This is an optimization exercise on Yosys and OpenROAD, whose aim is small area, not a production implementation.
Only simulation tests tie the RTL to the original design; equivalence was not proved.

==> flow/design.v <==
package classifierPkg;
    typedef enum logic [2:0] {
        FmtUnknown = 3'd0,
        FmtCompute = 3'd1,
        FmtMemory  = 3'd2,
        FmtControl = 3'd3,
        FmtMixed   = 3'd4,
        FmtIdle    = 3'd5
    } formatT;
    localparam int NumCategories = 3;
    localparam int CatCompute    = 0;
    localparam int CatMemory     = 1;
    localparam int CatControl    = 2;
    localparam int CountWidth    = 8;   
    localparam int ConfWidth     = 4;
    localparam int DecCountWidth = 16;
    localparam int TimerWidth    = 4;
    localparam int RateWidth     = 8;
    localparam int DecideEvery = 8;   
    localparam int ClearEvery  = 16;  
    localparam logic [CountWidth-1:0] CountMax = '1;
    localparam logic [ConfWidth-1:0]  ConfMax  = '1;
    localparam logic [6:0] OpAluReg = 7'b0110011;
    localparam logic [6:0] OpAluImm = 7'b0010011;
    localparam logic [6:0] OpLoad   = 7'b0000011;
    localparam logic [6:0] OpStore  = 7'b0100011;
    localparam logic [6:0] OpBranch = 7'b1100011;
    localparam logic [6:0] OpJal    = 7'b1101111;
    localparam logic [6:0] OpJalr   = 7'b1100111;
    localparam logic [CountWidth-1:0] TollFullScale = 200;
    localparam logic [CountWidth-1:0] TollLowScale  = 100;
    localparam logic [CountWidth-1:0] DominantThreshold = 150;
    localparam logic [CountWidth-1:0] DominantMargin    = 80;
    localparam logic [CountWidth-1:0] MixedFloor        = 50;
    localparam logic [CountWidth-1:0] MixedCtrlFloor    = 40;
    localparam logic [CountWidth-1:0] MixedBalance      = 40;
    localparam logic [CountWidth-1:0] MixedCtrlBalance  = 50;
    localparam logic [CountWidth-1:0] IdleLimit       = 25;
    localparam logic [CountWidth-1:0] MinActiveDecide = 2;
    localparam logic [CountWidth-1:0] MinActiveValid  = 4;
    localparam logic [ConfWidth-1:0] ConfThreshold = 4;
    localparam logic [ConfWidth-1:0] ConfDominant  = 7;
    localparam logic [ConfWidth-1:0] ConfMixed     = 6;
    localparam logic [ConfWidth-1:0] ConfIdle      = 8;
    localparam logic [ConfWidth-1:0] ConfFloor     = 4;
    localparam logic [ConfWidth-1:0] StableBoost   = 2;
    localparam logic [RateWidth-1:0] RateSlow = 8;
    localparam logic [RateWidth-1:0] RateMid  = 16;
    localparam logic [RateWidth-1:0] RateFast = 32;
    localparam logic [CountWidth-1:0] StableHigh  = 15;
    localparam logic [CountWidth-1:0] StableMid   = 6;
    localparam logic [CountWidth-1:0] StableFloor = 2;  
endpackage
module opcodeDecoder (
    input  logic                                        clk,
    input  logic                                        reset,
    input  logic                                        instructionValid,
    input  logic [6:0]                                  opcode,
    output logic [classifierPkg::NumCategories-1:0]     hit,
    output logic [classifierPkg::CountWidth-1:0]        activeCount,
    output logic [classifierPkg::CountWidth-1:0]        idleCount,
    output logic                                        decide,
    output logic                                        windowClear
);
    localparam int DecideBits = $clog2(classifierPkg::DecideEvery);
    localparam int ClearBits  = $clog2(classifierPkg::ClearEvery);
    logic [classifierPkg::TimerWidth-1:0] timer;
    always_ff @(posedge clk) begin
        if (!reset) begin
            timer <= '0;
        end else begin
            timer <= timer + 1'b1;
        end
    end
    assign decide      = (timer[DecideBits-1:0] == '0);
    assign windowClear = (timer[ClearBits-1:0] == '0);
    always_comb begin
        hit = '0;
        if (instructionValid) begin
            case (opcode)
                classifierPkg::OpAluReg, classifierPkg::OpAluImm:
                    hit[classifierPkg::CatCompute] = 1'b1;
                classifierPkg::OpLoad, classifierPkg::OpStore:
                    hit[classifierPkg::CatMemory]  = 1'b1;
                classifierPkg::OpBranch, classifierPkg::OpJal, classifierPkg::OpJalr:
                    hit[classifierPkg::CatControl] = 1'b1;
                default:
                    hit = '0;  
            endcase
        end
    end
    always_ff @(posedge clk) begin
        if (!reset) begin
            activeCount <= '0;
        end else if (windowClear) begin
            activeCount <= '0;  
        end else if (instructionValid && activeCount != classifierPkg::CountMax) begin
            activeCount <= activeCount + 1'b1;
        end
    end
    always_ff @(posedge clk) begin
        if (!reset) begin
            idleCount <= '0;
        end else if (instructionValid) begin
            idleCount <= '0;
        end else if (idleCount != classifierPkg::CountMax) begin
            idleCount <= idleCount + 1'b1;
        end
    end
endmodule
module opcodeShare (
    input  logic                                 clk,
    input  logic                                 reset,
    input  logic                                 windowClear,
    input  logic [classifierPkg::CountWidth-1:0] activeCount,
    input  logic                                 category,
    output logic [classifierPkg::CountWidth-1:0] toll
);
    localparam int CW = classifierPkg::CountWidth;
    logic [CW-1:0]   count;
    logic [2*CW-1:0] product;
    logic [2*CW-1:0] scaled;
    always_ff @(posedge clk) begin
        if (!reset) begin
            count <= '0;
        end else if (windowClear) begin
            count <= '0;
        end else if (category && count != classifierPkg::CountMax) begin
            count <= count + 1'b1;
        end
    end
    always_comb begin
        product = '0;
        scaled  = '0;
        if (activeCount >= classifierPkg::MinActiveValid) begin
            product = (2*CW)'(count) * (2*CW)'(classifierPkg::TollFullScale);
            scaled  = product / (2*CW)'(activeCount);
        end else if (activeCount != '0) begin
            product = (2*CW)'(count) * (2*CW)'(classifierPkg::TollLowScale);
            scaled  = product;
        end
        if (scaled > (2*CW)'(classifierPkg::CountMax)) begin
            toll = classifierPkg::CountMax;
        end else begin
            toll = scaled[CW-1:0];
        end
    end
endmodule
module workloadDecision (
    input  logic                                    clk,
    input  logic                                    reset,
    input  logic [classifierPkg::CountWidth-1:0]    activeCount,
    input  logic [classifierPkg::CountWidth-1:0]    idleCount,
    input  logic                                    decide,
    input  logic [classifierPkg::CountWidth-1:0]    computeToll,
    input  logic [classifierPkg::CountWidth-1:0]    memToll,
    input  logic [classifierPkg::CountWidth-1:0]    controlToll,
    output classifierPkg::formatT                   workloadFormat,
    output logic [classifierPkg::ConfWidth-1:0]     workloadConfidence,
    output logic [classifierPkg::DecCountWidth-1:0] classificationCount,
    output logic [classifierPkg::RateWidth-1:0]     adaptationRate,
    output logic                                    classificationValid
);
    localparam int CW = classifierPkg::CountWidth;
    localparam int FW = classifierPkg::ConfWidth;
    classifierPkg::formatT prevFormat;
    classifierPkg::formatT ruleFormat;
    logic [FW-1:0]         ruleConf;
    logic [FW-1:0]         nextConf;
    logic [CW-1:0]         stability;
    logic                  isMixed;
    function automatic logic dominates(input logic [CW-1:0] a,
                                       input logic [CW-1:0] b,
                                       input logic [CW-1:0] c);
        logic [CW:0] boundB;
        logic [CW:0] boundC;
        boundB = {1'b0, b} + {1'b0, classifierPkg::DominantMargin};
        boundC = {1'b0, c} + {1'b0, classifierPkg::DominantMargin};
        dominates = (a > classifierPkg::DominantThreshold) && ({1'b0, a} > boundB) && ({1'b0, a} > boundC);
    endfunction
    function automatic logic [CW-1:0] absDiff(input logic [CW-1:0] a,
                                              input logic [CW-1:0] b);
        absDiff = (a > b) ? a - b : b - a;
    endfunction
    assign isMixed =
        (computeToll > classifierPkg::MixedFloor && memToll > classifierPkg::MixedFloor &&
         absDiff(computeToll, memToll) < classifierPkg::MixedBalance) ||
        (computeToll > classifierPkg::MixedFloor && controlToll > classifierPkg::MixedCtrlFloor &&
         absDiff(computeToll, controlToll) < classifierPkg::MixedCtrlBalance) ||
        (memToll > classifierPkg::MixedFloor && controlToll > classifierPkg::MixedCtrlFloor &&
         absDiff(memToll, controlToll) < classifierPkg::MixedCtrlBalance);
    always_comb begin
        ruleFormat = classifierPkg::FmtUnknown;
        ruleConf   = classifierPkg::ConfFloor;
        if (classificationCount == '0) begin
            ruleFormat = classifierPkg::FmtUnknown;  
        end else if (idleCount > classifierPkg::IdleLimit) begin
            ruleFormat = classifierPkg::FmtIdle;
            ruleConf   = classifierPkg::ConfIdle;
        end else if (activeCount < classifierPkg::MinActiveDecide) begin
            ruleFormat = classifierPkg::FmtUnknown;
        end else if (dominates(computeToll, memToll, controlToll)) begin
            ruleFormat = classifierPkg::FmtCompute;
            ruleConf   = classifierPkg::ConfDominant;
        end else if (dominates(memToll, computeToll, controlToll)) begin
            ruleFormat = classifierPkg::FmtMemory;
            ruleConf   = classifierPkg::ConfDominant;
        end else if (dominates(controlToll, computeToll, memToll)) begin
            ruleFormat = classifierPkg::FmtControl;
            ruleConf   = classifierPkg::ConfDominant;
        end else if (isMixed) begin
            ruleFormat = classifierPkg::FmtMixed;
            ruleConf   = classifierPkg::ConfMixed;
        end else if (workloadFormat != classifierPkg::FmtUnknown) begin
            ruleFormat = workloadFormat;
            ruleConf   = (workloadConfidence > classifierPkg::ConfFloor) ?
                         workloadConfidence - 1'b1 : classifierPkg::ConfFloor;
        end
    end
    always_comb begin
        nextConf = ruleConf;
        if (workloadFormat == prevFormat && stability > classifierPkg::StableFloor) begin
            if (workloadConfidence > classifierPkg::ConfMax - classifierPkg::StableBoost) begin
                nextConf = classifierPkg::ConfMax;
            end else begin
                nextConf = workloadConfidence + classifierPkg::StableBoost;
            end
        end
    end
    always_ff @(posedge clk) begin
        if (!reset) begin
            workloadFormat      <= classifierPkg::FmtUnknown;
            prevFormat          <= classifierPkg::FmtUnknown;
            workloadConfidence  <= '0;
            classificationCount <= '0;
            stability           <= '0;
        end else if (decide) begin
            workloadFormat      <= ruleFormat;
            workloadConfidence  <= nextConf;
            prevFormat          <= workloadFormat;
            classificationCount <= classificationCount + 1'b1;
            if (workloadFormat != prevFormat) begin
                stability <= '0;
            end else if (stability != classifierPkg::CountMax) begin
                stability <= stability + 1'b1;
            end
        end
    end
    always_comb begin
        if (stability > classifierPkg::StableHigh) begin
            adaptationRate = classifierPkg::RateSlow;
        end else if (stability > classifierPkg::StableMid) begin
            adaptationRate = classifierPkg::RateMid;
        end else begin
            adaptationRate = classifierPkg::RateFast;
        end
    end
    assign classificationValid = (workloadConfidence >= classifierPkg::ConfThreshold) &&
                                 (activeCount >= classifierPkg::MinActiveValid) &&
                                 (classificationCount != '0);
endmodule
module workloadClassifier (
    input  logic                                    clk,
    input  logic                                    reset,
    input  logic                                    instructionValid,
    input  logic [6:0]                              opcode,
    output logic [classifierPkg::CountWidth-1:0]    computeToll,
    output logic [classifierPkg::CountWidth-1:0]    memToll,
    output logic [classifierPkg::CountWidth-1:0]    controlToll,
    output classifierPkg::formatT                   workloadFormat,
    output logic [classifierPkg::ConfWidth-1:0]     workloadConfidence,
    output logic [classifierPkg::DecCountWidth-1:0] classificationCount,
    output logic [classifierPkg::RateWidth-1:0]     adaptationRate,
    output logic                                    classificationValid
);
    localparam int CW = classifierPkg::CountWidth;
    localparam int NC = classifierPkg::NumCategories;
    logic [NC-1:0]    hit;
    logic [CW-1:0]    activeCount;
    logic [CW-1:0]    idleCount;
    logic             decide;
    logic             windowClear;
    logic [NC*CW-1:0] tollVec;
    opcodeDecoder decoderInst (
        .clk              (clk),
        .reset            (reset),
        .instructionValid (instructionValid),
        .opcode           (opcode),
        .hit              (hit),
        .activeCount      (activeCount),
        .idleCount        (idleCount),
        .decide           (decide),
        .windowClear      (windowClear)
    );
    for (genvar i = 0; i < NC; i++) begin : genShare
        opcodeShare shareInst (
            .clk         (clk),
            .reset       (reset),
            .windowClear (windowClear),
            .activeCount (activeCount),
            .category    (hit[i]),
            .toll        (tollVec[i*CW +: CW])
        );
    end
    assign computeToll = tollVec[classifierPkg::CatCompute*CW +: CW];
    assign memToll     = tollVec[classifierPkg::CatMemory*CW +: CW];
    assign controlToll = tollVec[classifierPkg::CatControl*CW +: CW];
    workloadDecision decisionInst (
        .clk                 (clk),
        .reset               (reset),
        .activeCount         (activeCount),
        .idleCount           (idleCount),
        .decide              (decide),
        .computeToll         (computeToll),
        .memToll             (memToll),
        .controlToll         (controlToll),
        .workloadFormat      (workloadFormat),
        .workloadConfidence  (workloadConfidence),
        .classificationCount (classificationCount),
        .adaptationRate      (adaptationRate),
        .classificationValid (classificationValid)
    );
endmodule
==> flow/run.sh <==
#!/bin/bash
# synth_recipe.tcl (not shown) runs the flow's synth.tcl, then flattens the netlist and writes it again
# the make line also repeats each setting of config.mk as NAME=value (left out here)
make -C /OpenROAD-flow-scripts/flow DESIGN_CONFIG=/design/flow/config.mk WORK_HOME=/design/flow/orfs CLKGATE_MAP_FILE= SYNTH_SCRIPT=/design/flow/synth_recipe.tcl finish
==> flow/config.mk <==
export PLATFORM = sky130hd
export DESIGN_NAME = workloadClassifier
export DESIGN_NICKNAME = workloadClassifier
export VERILOG_FILES = /design/flow/design.v
export SDC_FILE = /design/flow/constraint.sdc
export NUM_CORES = 4
export LEC_CHECK = 0
export CAP_MARGIN = 20
export CORE_MARGIN = 2
export CORE_UTILIZATION = 40
export SLEW_MARGIN = 20
==> flow/constraint.sdc <==
create_clock -name core_clock -period 50.0 [get_ports {clk}]
set_input_delay 10.0000 -clock core_clock [delete_from_list [all_inputs] [get_ports {clk}]]
set_output_delay 10.0000 -clock core_clock [all_outputs]
set_load 0.01 [all_outputs]
==> qor.txt <==
Status = complete, no violations
Yosys cell types = 124
FMAX = 21.2 MHz
Detailed router's first-iteration violation count = 1871
Vias post-DR = 27900
Worst-path clk slew = 0.08 ns
Synth area leaders = ha_1 22%, dfxtp_1 5.7%, nor2_1 4.9%, a21oi_1 4.6%, xnor2_1 4.5%
Layout Nets = 4267
Post-synth EDFFs = 0
Slew @ Worst Pin = 1.07 ns
First-pass GRT wire length = 136000 um
Die Width = 265 um
Top post-synthesis cells by count = 477 x ha_1, 356 x nor2_1, 295 x nand2_1
Area delta synth->final = 7.69%
Dpl hpwl = 67200 um
Post-route ant nets = 0
Antenna violations before repair = 2
Sink Count = 78
DR vias/cell = 6.01
Clk Latency, worst-skew pair = 0.38 ns
Core area = 67200 um^2
Crit path from = genShare[2].shareInst.count[2]
Largest net degree at the start of global routing = 40
Final hold violation count = 0
TNS Setup = 0 ns
Bufs on Longest Clock Path = 2
Vias in the first global route = 26100
Layout Utilization = 0.436
Period utilization = 0.944
CTS Buf Count = 9
Asr flop ratio synth = 0
TritonCTS clock tree = yes
Top cell type's share of synthesized area = 0.220
H-Tree Depth = 3
CP max stage delay = 0.55 ns
Slew Viols, Final = 0
Fin Clk Skew = 0.0145 ns
Site Rows = 95
Residual DRC = 0
Die extent in y = 265 um
Worst reg2reg path depth = 174
Worst slew margin = 0.289
GRT overflow = 0
Port Buffers = 60
Top-count cell post-synth = ha_1
Hold Path Stages = 1
Period minus WS final = 47.20 ns
Placer Congestion = 0.959
Sequential share of the synthesized area = 0.0575
Layout cells sized above 1 = 0.0663
CP arrival = 37.20 ns
CP max stage cell = a2111oi_0
Crit. End Element = output pin
Critical Path Fanout Max = 22
Overall die area = 70000 um^2
WL/cell = 18.1 um
Cell mode on critical path = ha_1
WP data required = 40.00 ns
Setup CP Type = reg2out
Mean Syn Cell Area = 7.26 um^2
Maxcap violations = 0
Yosys reg bits = 78
Syn Inst Count = 3742
Ports = 66
Crit path to = controlToll[0]
Area leader, netlist = ha_1
Root buf cell = clkbuf_16
Pre-Repair DR Iteration Count = 5
Global Route Usage Sum = 0.233
Unrepaired setup endpoints after global routing = false
Critical Path Source Type = flip-flop
Top_reg_cell synth = dfxtp_1
R2R setup slack = 10.47 ns
R2R Path Start = genShare[2].shareInst.count[2]
# setup viols final = 0
Reg2reg end = decisionInst.workloadConfidence[2]
Post-CTS Hold Buffers = 0
Initial core utilization = 0.405
Yosys warning total = 3
Routed WL = 84000 um
Cell area after synthesis = 27200 um^2
HP Class = reg2reg
[worst max-delay path, delay by kind of cell, from the launching register on]
| family | cells | cell delay, ns |
|---|---|---|
| mux | 2 | 0.73 |
| fa+ha+maj | 21 | 6.71 |
| compound gates | 87 | 19.25 |
| buf+inv | 11 | 1.86 |
| xor+xnor | 2 | 0.47 |
| flops | 1 | 0.51 |
| simple gates | 37 | 7.22 |
[routing by layer]
| metal | up-vias | routed length (um) | GRT usage |
|---|---|---|---|
| met5 | - | 0 | 0 |
| li1 | 14100 | - | - |
| met1 | 13000 | 40100 | 0.321 |
| met4 | 0 | 2250 | 0.0694 |
| met2 | 638 | 37700 | 0.386 |
| met3 | 127 | 3870 | 0.0200 |
[cells by family after synthesis]
logic type | Yosys count | share of synthesized area
compound gates | 1202 | 0.306
xor+xnor | 229 | 0.0756
fa+ha+maj | 492 | 0.230
buf+inv | 296 | 0.0438
flops | 78 | 0.0575
mux | 99 | 0.0390
other cells | 1 | 0.000138
simple gates | 1345 | 0.248
[worst min path at each step]
| stage | startpoint | slack [ns] | end |
|---|---|---|---|
| final | decoderInst.timer[0] | 0.48 | decoderInst.timer[0] |
| after global routing | decisionInst.prevFormat[1] | 0.51 | decisionInst.prevFormat[1] |
| after floorplan | decoderInst.timer[0] | 0.44 | decoderInst.timer[0] |
| after detailed placement | decoderInst.timer[0] | 0.46 | decoderInst.timer[0] |
| after global placement | decoderInst.timer[0] | 0.46 | decoderInst.timer[0] |
| after CTS | decoderInst.timer[0] | 0.48 | decoderInst.timer[0] |
[flip-flops by register name (all words and copies together) (netlist names)]
name / cells
decoderInst.idleCount: 8
decisionInst.prevFormat: 3
decisionInst.workloadConfidence: 4
decoderInst.timer: 4
decisionInst.classificationCount: 16
genShare.shareInst.count: 24
decoderInst.activeCount: 8
decisionInst.workloadFormat: 3
decisionInst.stability: 8
[layout make-up]
cell class	count	area (um^2)
clock inverter	7	76.3
antenna	1	2.50
multi-input combinational	3372	24500
fill	6986	37900
tap	873	1090
inverter	188	706
sequential	78	1560
timing repair buffer	119	1060
clock buffer	9	225
[what timing repair did]
action	4_1_cts	5_1_grt
setup buffers	0	9
endpoints found under the hold margin	0	0
endpoints found under the setup margin	0	4
gates resized for setup	0	24
[through the flow]
| stage | hold slack (ns) | setup WS [ns] | instance area (um^2) | instances |
|---|---|---|---|---|
| 2_1_floorplan | 0.437 | 6.62 | 27200 | 3746 |
| 6_report | 0.476 | 2.80 | 29300 | 4647 |
| 3_3_place_gp | 0.456 | 1.44 | 28800 | 4621 |
| 4_1_cts | 0.478 | 0.802 | 29100 | 4637 |
| 5_1_grt | 0.506 | 0.00182 | 29300 | 4646 |
| 3_5_place_dp | 0.459 | 1.35 | 28800 | 4621 |
[layout by cell type, fill, tap and decap left out, types with 48 or more instances in the layout]
master / instances
a21o_1: 112
a21oi_1: 250
a31oi_1: 48
and2_1: 50
buf_4: 58
clkdlybuf4s50_1: 60
dfxtp_1: 77
ha_1: 477
inv_1: 178
mux2i_1: 52
nand2_1: 295
nand2b_1: 68
nand3_1: 106
nor2_1: 352
nor3_1: 148
o21a_1: 133
o21ai_0: 196
o31ai_1: 62
or3_1: 48
xnor2_1: 140
xor2_1: 85

==> re-timing with driven ports <==
The flow's constraints put no driver on any port. The routed layout listed below was extracted and timed again, unchanged, in two steps. Step 1, drivers: a clkbuf_16 drives clk and a buf_2 each remaining input, both assumed. Step 2 times the ports against the registers' clock, not the clock port: input delays grow and output delays shrink by t, the midpoint of the rising clock arrivals with the driver on. a / b / c = ideal ports / drivers / drivers and shift; a / b = the first two.
t (ns): 0.416
setup slack, ns: 2.796 / 2.749 / 3.166
latest minus earliest clock arrival (ns): 0.015 / 0.015
slew at the worst register clock pin (ns): 0.09 / 0.09
worst slew at a driven data input, ns: 0.03
After both steps setup and hold are still met in this run. For this run, drivers alone change the setup slack by -0.047 ns; drivers and shift together by +0.370 ns.
